This design comes from an exercise in tuning for small area, a short achievable clock period and few clock cycles per item on the open sky130 flow, not from production work. Function was checked by simulation only, so behaviour that the tests miss may differ from the original. Power figures rest on the tool's default switching activity, not on a simulated workload.

Design per_player_token_bucket_limiter, start of the top module:
module per_player_token_bucket_limiter (
   input  wire                                clock,
   input  wire                                reset,
   input  wire                                req_valid,
   output wire                                req_ready,
   input  wire  [pptbl_pkg::OPCODE_W-1:0]     req_opcode,
   input  wire  [pptbl_pkg::IN_SLOT_W-1:0]    req_player_slot,
   input  wire  [pptbl_pkg::PAYLOAD_W-1:0]    req_payload_bytes,
   input  wire  [pptbl_pkg::CHAN_W-1:0]       req_channel_length,
   input  wire  [pptbl_pkg::STAMP_W-1:0]      req_now_ms,
   output wire                                rsp_valid,
   input  wire                                rsp_ready,
   output wire                                rsp_accepted,
   output wire  [pptbl_pkg::STATUS_W-1:0]     rsp_status,
   output wire  [pptbl_pkg::LEVEL_W-1:0]      rsp_tokens_left,
   input  wire                                csr_wr_en,
   input  wire  [pptbl_pkg::CSR_IDX_W-1:0]    csr_index,
   input  wire  [pptbl_pkg::CSR_DATA_W-1:0]   csr_wr_data
);
clock: 16.0 ns
lec_check: 0
cap_margin: 20
core_margin: 2
core_utilization: 40
slew_margin: 20
standard.sh (not shown) runs the stock make flow with config.mk's settings and CLKGATE_MAP_FILE= SYNTH_SCRIPT=/design/flow/synth_recipe.tcl, a recipe that flattens the netlist after the stock synthesis.
==> flow/flow/run.sh <==
#!/bin/bash
# The standard layout (standard.sh: ORFS with the standard synthesis,
# unchanged), with these differences in how the layout is made:
#  - ports are buffered with buf_4 instead of the slow delay-buffer cell that
#    buffer_ports picks by default (every port still gets its own buffer);
#  - the clock tree uses larger sink clusters (fewer leaf buffers);
#  - placement spreads the cells more evenly (lower target density), and
#    global routing keeps more of met1/met2 free (flow/grt_adj.tcl), which
#    eases detailed routing.
# Each tool's full output is in the ORFS logs under orfs/logs; the make
# output is in orfs_flow.log.
set -euo pipefail
bash standard.sh \
  SETUP_SLACK_MARGIN=11.25 \
  "BUFFER_PORTS_ARGS=-buffer_cell sky130_fd_sc_hd__buf_4" \
  CTS_CLUSTER_SIZE=24 CTS_CLUSTER_DIAMETER=100 \
  PLACE_DENSITY=0.45 \
  PRE_GLOBAL_ROUTE_TCL=$PWD/flow/grt_adj.tcl \
  finish > orfs_flow.log 2>&1
==> flow/flow/grt_adj.tcl <==
# Global routing: leave more of met1/met2 to pin access and the detailed
# router, so that more of the wiring goes to met3/met4.
set_global_routing_layer_adjustment met1 0.5
set_global_routing_layer_adjustment met2 0.4
set_global_routing_layer_adjustment met3 0.2
set_global_routing_layer_adjustment met4 0.2
set_global_routing_layer_adjustment met5 0.2
Testbench counts at the start, summed over its fixed seeds: cycles 24,120, items 24,000.
==> next run, changes <==
--- a/flow/design.v
+++ b/flow/design.v
@@ -309,21 +309,19 @@
       .set_en   (r0_upd),
       .clr_en   (r0_rem),
       .wr_stamp (r0_now),
       .lv_en    (w_upd),
       .lv_addr  (w_slot),
       .lv_data  (w_level)
    );
    logic a_hit;
-   assign a_hit = t_valid && d_upd && (d_slot == r0_slot);
+   assign a_hit = d_upd && (d_slot == r0_slot);
    always_comb begin
-      if (!t_valid)
-         a_level = r0_upd ? cap_q : 26'd0;
-      else if (w_upd && w_slot == r0_slot)
+      if (w_upd && w_slot == r0_slot)
          a_level = w_level;
       else
          a_level = t_level;
    end
    logic          s0_msg, s0_upd, s0_bad, s0_big, s0_vld;
    logic [SW-1:0] s0_slot;
    logic [31:0]   s0_now, s0_stamp;
    logic [25:0]   s0_level;
@@ -337,39 +335,45 @@
       s0_slot  <= r0_slot;
       s0_now   <= r0_now;
       s0_stamp <= t_stamp;
       s0_level <= a_hit ? d_after : a_level;
       s0_cost  <= r0_cost;
    end
    logic [31:0]   e_e;
    assign e_e = s0_now - s0_stamp;
-   logic          s1_msg, s1_upd, s1_bad, s1_big, s1_vld, s1_ez, s1_ehi;
+   logic          s1_msg, s1_upd, s1_bad, s1_big, s1_vld, s1_ez;
+   logic [5:0]    s1_ehi;
    logic [SW-1:0] s1_slot;
    logic [25:0]   s1_e;
    logic [25:0]   s1_level;
    logic [16:0]   s1_cost;
    always_ff @(posedge clock) begin
       s1_msg   <= !reset && s0_msg;
       s1_upd   <= !reset && s0_upd;
       s1_bad   <= s0_bad;
       s1_big   <= s0_big;
       s1_vld   <= s0_vld;
-      s1_ez    <= !s0_vld || (e_e == 32'd0);
-      s1_ehi   <= |e_e[31:26];
+      s1_ez    <= !s0_vld || (s0_now == s0_stamp);
+      s1_ehi   <= e_e[31:26];
       s1_slot  <= s0_slot;
       s1_e     <= e_e[25:0];
-      s1_level <= (s0_vld && d_upd && d_slot == s0_slot) ? d_after : s0_level;
+      if (!s0_vld)
+         s1_level <= s0_upd ? cap_q : 26'd0;
+      else if (d_upd && d_slot == s0_slot)
+         s1_level <= d_after;
+      else
+         s1_level <= s0_level;
       s1_cost  <= s0_cost;
    end
    logic [26:0] b_r0, b_r1, b_r2;
    logic        b_ovf;
    pptbl_mul_a u_mul_a (
       .e    (s1_e),
-      .ehi  (s1_ehi),
+      .ehi  (|s1_ehi),
       .ez   (s1_ez),
       .rate (rate_q),
       .r0   (b_r0),
       .r1   (b_r1),
       .r2   (b_r2),
       .ovf  (b_ovf)
    );
    logic          s2_msg, s2_upd, s2_bad, s2_big, s2_vld, s2_ez, s2_ovf;
The new run finished with timing, DRC and antenna clean.
Worst setup slack is better by 60 ps.
Power shrinks by 0.33%.
Final area hardly moves.
Final cell count grows by 0.35%.
Sequential share of layout area stays flat.
Sequential power hardly moves.
Clock power barely changes.
Via count shrinks by 0.31%.
Testbench counts after the change, summed over its fixed seeds: cycles 24,120, items 24,000.

-- afterwards: timing with drivers on the ports --
The flow's constraints put no driver on any port. The routed layouts listed below were extracted and timed again, unchanged, in two steps.
Step 1 assumes that a clkbuf_16 drives the clock port and a buf_2 every other input.
Step 2 also shifts input and output timing later by t, the mid clock arrival at the registers, as if the neighbouring blocks saw the same clock.
a / b / c = no drivers / after step 1 / after step 2; a / b = the first two.
run	t, ns	slack for setup (ns)	worst data-port slew with drivers (ns)
the first run	1.155	11.242 / 11.105 / 10.339	0.25
the second run	1.139	11.302 / 11.183 / 10.411	0.10
After both steps setup and hold are still met in every run listed. For the first run, which loses most, drivers alone change the setup slack by -0.137 ns; drivers and shift together by -0.903 ns.
